What follows belongs to an exercise in optimizing a design on an open flow for small area, a short achievable clock period and few clock cycles; a production flow would make more cautious choices. In this exercise RTL edits were held to simulation tests only and were not proved equivalent to the original.

the previous run:
==> module core_top, before the edit <==
module core_top (
    input  logic                  clk,
    input  logic                  arst_n,
    input  logic                  hold,
    input  logic                  mem_done,
    input  logic [31:0]           mem_instr,
    output logic                  mem_req,
    output logic [32-1:0] mem_pc,
    output logic                  wb_valid,
    output logic [3:0]            wb_rd,
    output logic [32-1:0] wb_data,
    output logic [32-1:0] wb_pc
);
    logic        started;    
    logic        outst;      
    logic        stale;      
    logic        pend;       
    logic [31:2] cur_pc;     
    logic [31:2] nxt_pc;     
    logic        iv;
    logic        i_we;       
    logic        i_unc;      
    logic        i_br;       
    logic        i_sub;
    logic [1:0]  i_fn;       
    logic [3:0]  i_rd;
    logic        byp_a;      
    logic        byp_b;      
    logic [31:0] opa;
    logic [31:0] opb;        
    logic [31:2] i_pc;       
    logic [31:18] i_hi1;     
    logic        i_cy;
    logic [31:2] tgt;
    logic [31:0] rf [1:15];
    logic        ex;
    logic        blocked;    
    logic        tk_sel;     
    logic        taken;
    logic        mispred;    
    logic [31:0] a;
    logic [31:0] b;          
    logic [31:0] bs;         
    logic [31:0] sum;
    logic [31:0] res;
    assign a       = byp_a ? wb_data : opa;
    assign b       = byp_b ? wb_data : opb;
    assign bs      = byp_b ? (wb_data ^ {32{i_sub}}) : opb;
    assign ex      = iv && !hold;
    assign blocked = iv && hold;
    assign tk_sel  = iv && i_unc;
    assign taken   = tk_sel && !hold;
    assign mispred = ex && i_br && (a == b);
    logic [31:0] kg [0:5];
    logic [31:0] kp [0:5];
    always_comb begin
        kg[0] = a & bs;
        kp[0] = a ^ bs;
        kg[0][0] = kg[0][0] | (kp[0][0] & i_sub);
        for (int l = 0; l < 5; l++) begin
            for (int i = 0; i < 32; i++) begin
                if (i >= (1 << l)) begin
                    kg[l+1][i] = kg[l][i] | (kp[l][i] & kg[l][i - (1 << l)]);
                    kp[l+1][i] = kp[l][i] & kp[l][i - (1 << l)];
                end else begin
                    kg[l+1][i] = kg[l][i];
                    kp[l+1][i] = kp[l][i];
                end
            end
        end
        sum = kp[0] ^ {kg[5][30:0], i_sub};
    end
    always_comb begin
        case (i_fn)
            2'd0:    res = sum;
            2'd1:    res = a & b;
            2'd2:    res = a | b;
            default: res = a ^ b;
        endcase
    end
    logic        arr;        
    logic        acc;        
    logic [31:2] pc_sel;
    assign arr     = mem_done && outst;
    assign acc     = arr && !stale && !blocked && !tk_sel;
    assign tgt     = {i_cy ? i_hi1 : i_pc[31:18], i_pc[17:2]};
    assign pc_sel  = tk_sel ? tgt : nxt_pc;
    assign mem_req = (arr || pend) && !blocked;
    assign mem_pc  = {pc_sel, 2'b00};
    always_ff @(posedge clk or negedge arst_n) begin
        if (!arst_n) begin
            started <= 1'b0;
            outst   <= 1'b0;
            stale   <= 1'b0;
            pend    <= 1'b0;
            cur_pc  <= '0;
            nxt_pc  <= '0;
        end else begin
            started <= 1'b1;
            if (!started) begin
                pend <= 1'b1;
            end else if (mispred) begin
                outst  <= 1'b1;
                stale  <= 1'b1;
                pend   <= 1'b0;
                nxt_pc <= tgt;
                if (mem_req) cur_pc <= pc_sel;
            end else if (mem_req) begin
                outst  <= 1'b1;
                stale  <= 1'b0;
                pend   <= 1'b0;
                cur_pc <= pc_sel;
                nxt_pc <= pc_sel + 30'd1;
            end else if (blocked) begin
                if (arr) begin
                    outst <= 1'b0;
                    pend  <= 1'b1;
                end else if (outst) begin
                    stale <= 1'b1;
                end
                nxt_pc <= cur_pc - 30'd1;
            end else if (taken) begin
                stale  <= 1'b1;
                nxt_pc <= tgt;
            end
        end
    end
    logic [3:0]  f_op;
    logic [3:0]  f_rd;
    logic [3:0]  f_rs1;
    logic [3:0]  f_rs2;
    logic [31:0] f_imm;
    logic        f_alu;
    logic        f_beq;
    logic        f_addi;
    logic        wr_x;
    logic [31:0] rd1;
    logic [31:0] rd2;
    always_comb begin
        rd1 = (f_rs1 == 4'd0) ? 32'd0 : rf[f_rs1];
        rd2 = (f_rs2 == 4'd0) ? 32'd0 : rf[f_rs2];
        if (wb_valid && wb_rd == f_rs1) rd1 = wb_data;
        if (wb_valid && wb_rd == f_rs2) rd2 = wb_data;
    end
    assign f_op   = mem_instr[31:28];
    assign f_rd   = mem_instr[27:24];
    assign f_rs1  = mem_instr[23:20];
    assign f_rs2  = mem_instr[19:16];
    assign f_imm  = {{16{mem_instr[15]}}, mem_instr[15:0]};
    assign f_alu  = (f_op >= 4'd1) && (f_op <= 4'd6);
    assign f_beq  = (f_op == 4'd7);
    assign f_addi = (f_op == 4'd6);
    assign wr_x   = ex && i_we;
    logic [16:0] t_lo;
    logic [13:0] hi_inc;
    logic [13:0] hi_dec;
    assign t_lo   = {1'b0, cur_pc[17:2]} + {1'b0, mem_instr[15:0]};
    assign hi_inc = cur_pc[31:18] + 14'd1;
    assign hi_dec = cur_pc[31:18] - 14'd1;
    always_ff @(posedge clk or negedge arst_n) begin
        if (!arst_n) begin
            iv <= 1'b0;
        end else begin
            iv <= acc && !mispred;
        end
    end
    always_ff @(posedge clk) begin
        i_we  <= f_alu && (f_rd != 4'd0);
        i_unc <= f_beq && (f_rs1 == f_rs2);
        i_br  <= f_beq && (f_rs1 != f_rs2);
        i_sub <= (f_op == 4'd2);
        case (f_op)
            4'd3:    i_fn <= 2'd1;
            4'd4:    i_fn <= 2'd2;
            4'd5:    i_fn <= 2'd3;
            default: i_fn <= 2'd0;
        endcase
        i_rd  <= f_rd;
        byp_a <= wr_x && (i_rd == f_rs1);
        byp_b <= wr_x && (i_rd == f_rs2) && !f_addi;
        opa   <= rd1;
        opb   <= f_addi ? f_imm : ((f_op == 4'd2) ? ~rd2 : rd2);
        i_pc[17:2]  <= f_beq ? t_lo[15:0] : cur_pc[17:2];
        i_pc[31:18] <= (f_beq && mem_instr[15]) ? hi_dec : cur_pc[31:18];
        i_hi1       <= mem_instr[15] ? cur_pc[31:18] : hi_inc;
        i_cy        <= t_lo[16];
    end
    always_ff @(posedge clk or negedge arst_n) begin
        if (!arst_n) begin
            wb_valid <= 1'b0;
        end else begin
            wb_valid <= wr_x;
        end
    end
    always_ff @(posedge clk) begin
        wb_rd   <= i_rd;
        wb_data <= res;
        wb_pc   <= {i_pc, 2'b00};
        if (wb_valid) begin
            rf[wb_rd] <= wb_data;
        end
    end
endmodule
export LEC_CHECK = 0
export ABC_CLOCK_PERIOD_IN_PS = 3000
export CAP_MARGIN = 20
export CORE_MARGIN = 2
export CORE_UTILIZATION = 55
export SETUP_SLACK_MARGIN = 3.3
export SLEW_MARGIN = 20
create_clock -name core_clock -period 6.5 [get_ports {clk}]
standard.sh (not shown) runs the stock make flow with config.mk's settings and CLKGATE_MAP_FILE= SYNTH_SCRIPT=/design/flow/synth_recipe.tcl, a recipe that flattens the netlist after the stock synthesis.
==> flow/flow/run.sh <==
#!/bin/bash
# The standard layout (standard.sh: the standard flow's synthesis and ORFS flow), with two changes:
# ports get plain buf_2 buffers instead of the default delay-cell buffers, and the
# resizer may swap a cell for any other of the same function, not only its own footprint.
# make's output goes to standard.log; each ORFS step logs under orfs/logs/.
set -o pipefail
bash standard.sh "BUFFER_PORTS_ARGS=-buffer_cell sky130_fd_sc_hd__buf_2" MATCH_CELL_FOOTPRINT=0 finish > standard.log 2>&1
The previous run finished every stage and its layout cleared the timing, DRC and antenna checks.
Testbench counts of the previous run, summed over its fixed seeds: cycles 28,001.
Here is what was changed in the inputs of the current run compared with the previous run.
-- flow/design.v --
<<< the previous run, line 31
    logic [31:0] opb;        
    logic [31:2] i_pc;       
    logic [31:18] i_hi1;     
    logic        i_cy;
    logic [31:2] tgt;
    logic [31:0] rf [1:15];
    logic        ex;
>>> the current run, line 31
    logic [31:0] opb;        
    logic [31:2] i_pc;       
    logic [31:0] rf [1:15];
    logic        ex;
<<< the previous run, line 85
    assign arr     = mem_done && outst;
    assign acc     = arr && !stale && !blocked && !tk_sel;
    assign tgt     = {i_cy ? i_hi1 : i_pc[31:18], i_pc[17:2]};
    assign pc_sel  = tk_sel ? tgt : nxt_pc;
    assign mem_req = (arr || pend) && !blocked;
    assign mem_pc  = {pc_sel, 2'b00};
>>> the current run, line 82
    assign arr     = mem_done && outst;
    assign acc     = arr && !stale && !blocked && !tk_sel;
    assign pc_sel  = tk_sel ? i_pc : nxt_pc;
    assign mem_req = (arr || pend) && !blocked;
    assign mem_pc  = {pc_sel, 2'b00};
<<< the previous run, line 105
                stale  <= 1'b1;
                pend   <= 1'b0;
                nxt_pc <= tgt;
                if (mem_req) cur_pc <= pc_sel;
            end else if (mem_req) begin
>>> the current run, line 101
                stale  <= 1'b1;
                pend   <= 1'b0;
                nxt_pc <= i_pc;
                if (mem_req) cur_pc <= pc_sel;
            end else if (mem_req) begin
<<< the previous run, line 123
            end else if (taken) begin
                stale  <= 1'b1;
                nxt_pc <= tgt;
            end
        end
>>> the current run, line 119
            end else if (taken) begin
                stale  <= 1'b1;
                nxt_pc <= i_pc;
            end
        end
<<< the previous run, line 136
    logic        f_addi;
    logic        wr_x;
    logic [31:0] rd1;
    logic [31:0] rd2;
>>> the current run, line 132
    logic        f_addi;
    logic        wr_x;
    logic [31:2] f_tgt;
    logic [31:0] rd1;
    logic [31:0] rd2;
<<< the previous run, line 154
    assign wr_x   = ex && i_we;
    logic [16:0] t_lo;
    logic [13:0] hi_inc;
    logic [13:0] hi_dec;
    assign t_lo   = {1'b0, cur_pc[17:2]} + {1'b0, mem_instr[15:0]};
    assign hi_inc = cur_pc[31:18] + 14'd1;
    assign hi_dec = cur_pc[31:18] - 14'd1;
    always_ff @(posedge clk or negedge arst_n) begin
        if (!arst_n) begin
>>> the current run, line 151
    assign wr_x   = ex && i_we;
    logic [16:0] t_lo;
    logic [13:0] t_hi;
    logic [13:0] hi_inc;
    logic [13:0] hi_dec;
    logic        t_same;
    logic        t_up;
    logic        t_dn;
    logic [15:0] tg [0:4];
    logic [15:0] tp [0:4];
    always_comb begin
        tg[0] = cur_pc[17:2] & mem_instr[15:0];
        tp[0] = cur_pc[17:2] ^ mem_instr[15:0];
        for (int l = 0; l < 4; l++) begin
            for (int i = 0; i < 16; i++) begin
                if (i >= (1 << l)) begin
                    tg[l+1][i] = tg[l][i] | (tp[l][i] & tg[l][i - (1 << l)]);
                    tp[l+1][i] = tp[l][i] & tp[l][i - (1 << l)];
                end else begin
                    tg[l+1][i] = tg[l][i];
                    tp[l+1][i] = tp[l][i];
                end
            end
        end
        t_lo = {tg[4][15], tp[0] ^ {tg[4][14:0], 1'b0}};
    end
    assign hi_inc = cur_pc[31:18] + 14'd1;
    assign hi_dec = cur_pc[31:18] - 14'd1;
    assign t_same = t_lo[16] == mem_instr[15];
    assign t_up   = t_lo[16] && !mem_instr[15];
    assign t_dn   = !t_lo[16] && mem_instr[15];
    assign t_hi   = ({14{t_same}} & cur_pc[31:18]) | ({14{t_up}} & hi_inc) |
                    ({14{t_dn}} & hi_dec);
    assign f_tgt  = {t_hi, t_lo[15:0]};
    always_ff @(posedge clk or negedge arst_n) begin
        if (!arst_n) begin
<<< the previous run, line 182
        opa   <= rd1;
        opb   <= f_addi ? f_imm : ((f_op == 4'd2) ? ~rd2 : rd2);
        i_pc[17:2]  <= f_beq ? t_lo[15:0] : cur_pc[17:2];
        i_pc[31:18] <= (f_beq && mem_instr[15]) ? hi_dec : cur_pc[31:18];
        i_hi1       <= mem_instr[15] ? cur_pc[31:18] : hi_inc;
        i_cy        <= t_lo[16];
    end
    always_ff @(posedge clk or negedge arst_n) begin
>>> the current run, line 206
        opa   <= rd1;
        opb   <= f_addi ? f_imm : ((f_op == 4'd2) ? ~rd2 : rd2);
        i_pc  <= f_beq ? f_tgt : cur_pc;
    end
    always_ff @(posedge clk or negedge arst_n) begin
==> run notes <==
Relative to the previous run, final critical-path setup slack decreased by 0.32 ns in the current run.
Relative to the previous run, starting utilization of the core area has increased by 0.23 points in the current run.
When the current run is measured against the previous run, its detailed-routing wirelength on met1 turns out 9.1% higher.
On total vias in the final route, the previous run beats the current run.
For the previous run, the source of the critical timing path was byp_a, unlike the current run, where it was mem_instr[2].
Between the current run and the previous run, the sequential element share of the synthesized area does not differ in any meaningful way.
Relative to the previous run, the overall fraction of global-route tracks in use of the current run is higher by 0.58 points.
The run showing the smaller shortest clock period the worst path allows after layout is the previous run.
Final core utilization: the current run vs the previous run up 2.3 points
[compare] base=the previous run new=the current run: global-route wire length before repair rose 2800 um, worst-case hold slack now sits higher.
Testbench counts of the current run, summed over its fixed seeds: cycles 28,001.

[re-timing with driven ports]
How much do the figures lean on ideal ports? The routed layouts below were timed once more, with nothing changed but the port constraints. Step 1: set_driving_cell puts a clkbuf_16 on clk and a buf_2 on each other input, an assumption about the parent block. Step 2 moves the port delays by t, midway between the first and last clock arrival at a register: inputs arrive t later, outputs are due t later. That takes back most of the time a late clock gives input paths. a / b / c = ideal ports / drivers / drivers and shift; a / b = the first two.
run	shift t [ns]	slack for setup (ns)	hold WS [ns]
the previous run	0.698	3.175 / 3.132 / 2.721	0.362 / 0.362 / 0.362
the current run	0.686	2.860 / 2.871 / 2.185	0.390 / 0.390 / 0.390
After both steps setup and hold are still met in every run listed. For the current run, which loses most, drivers alone change the setup slack by +0.011 ns; drivers and shift together by -0.675 ns.
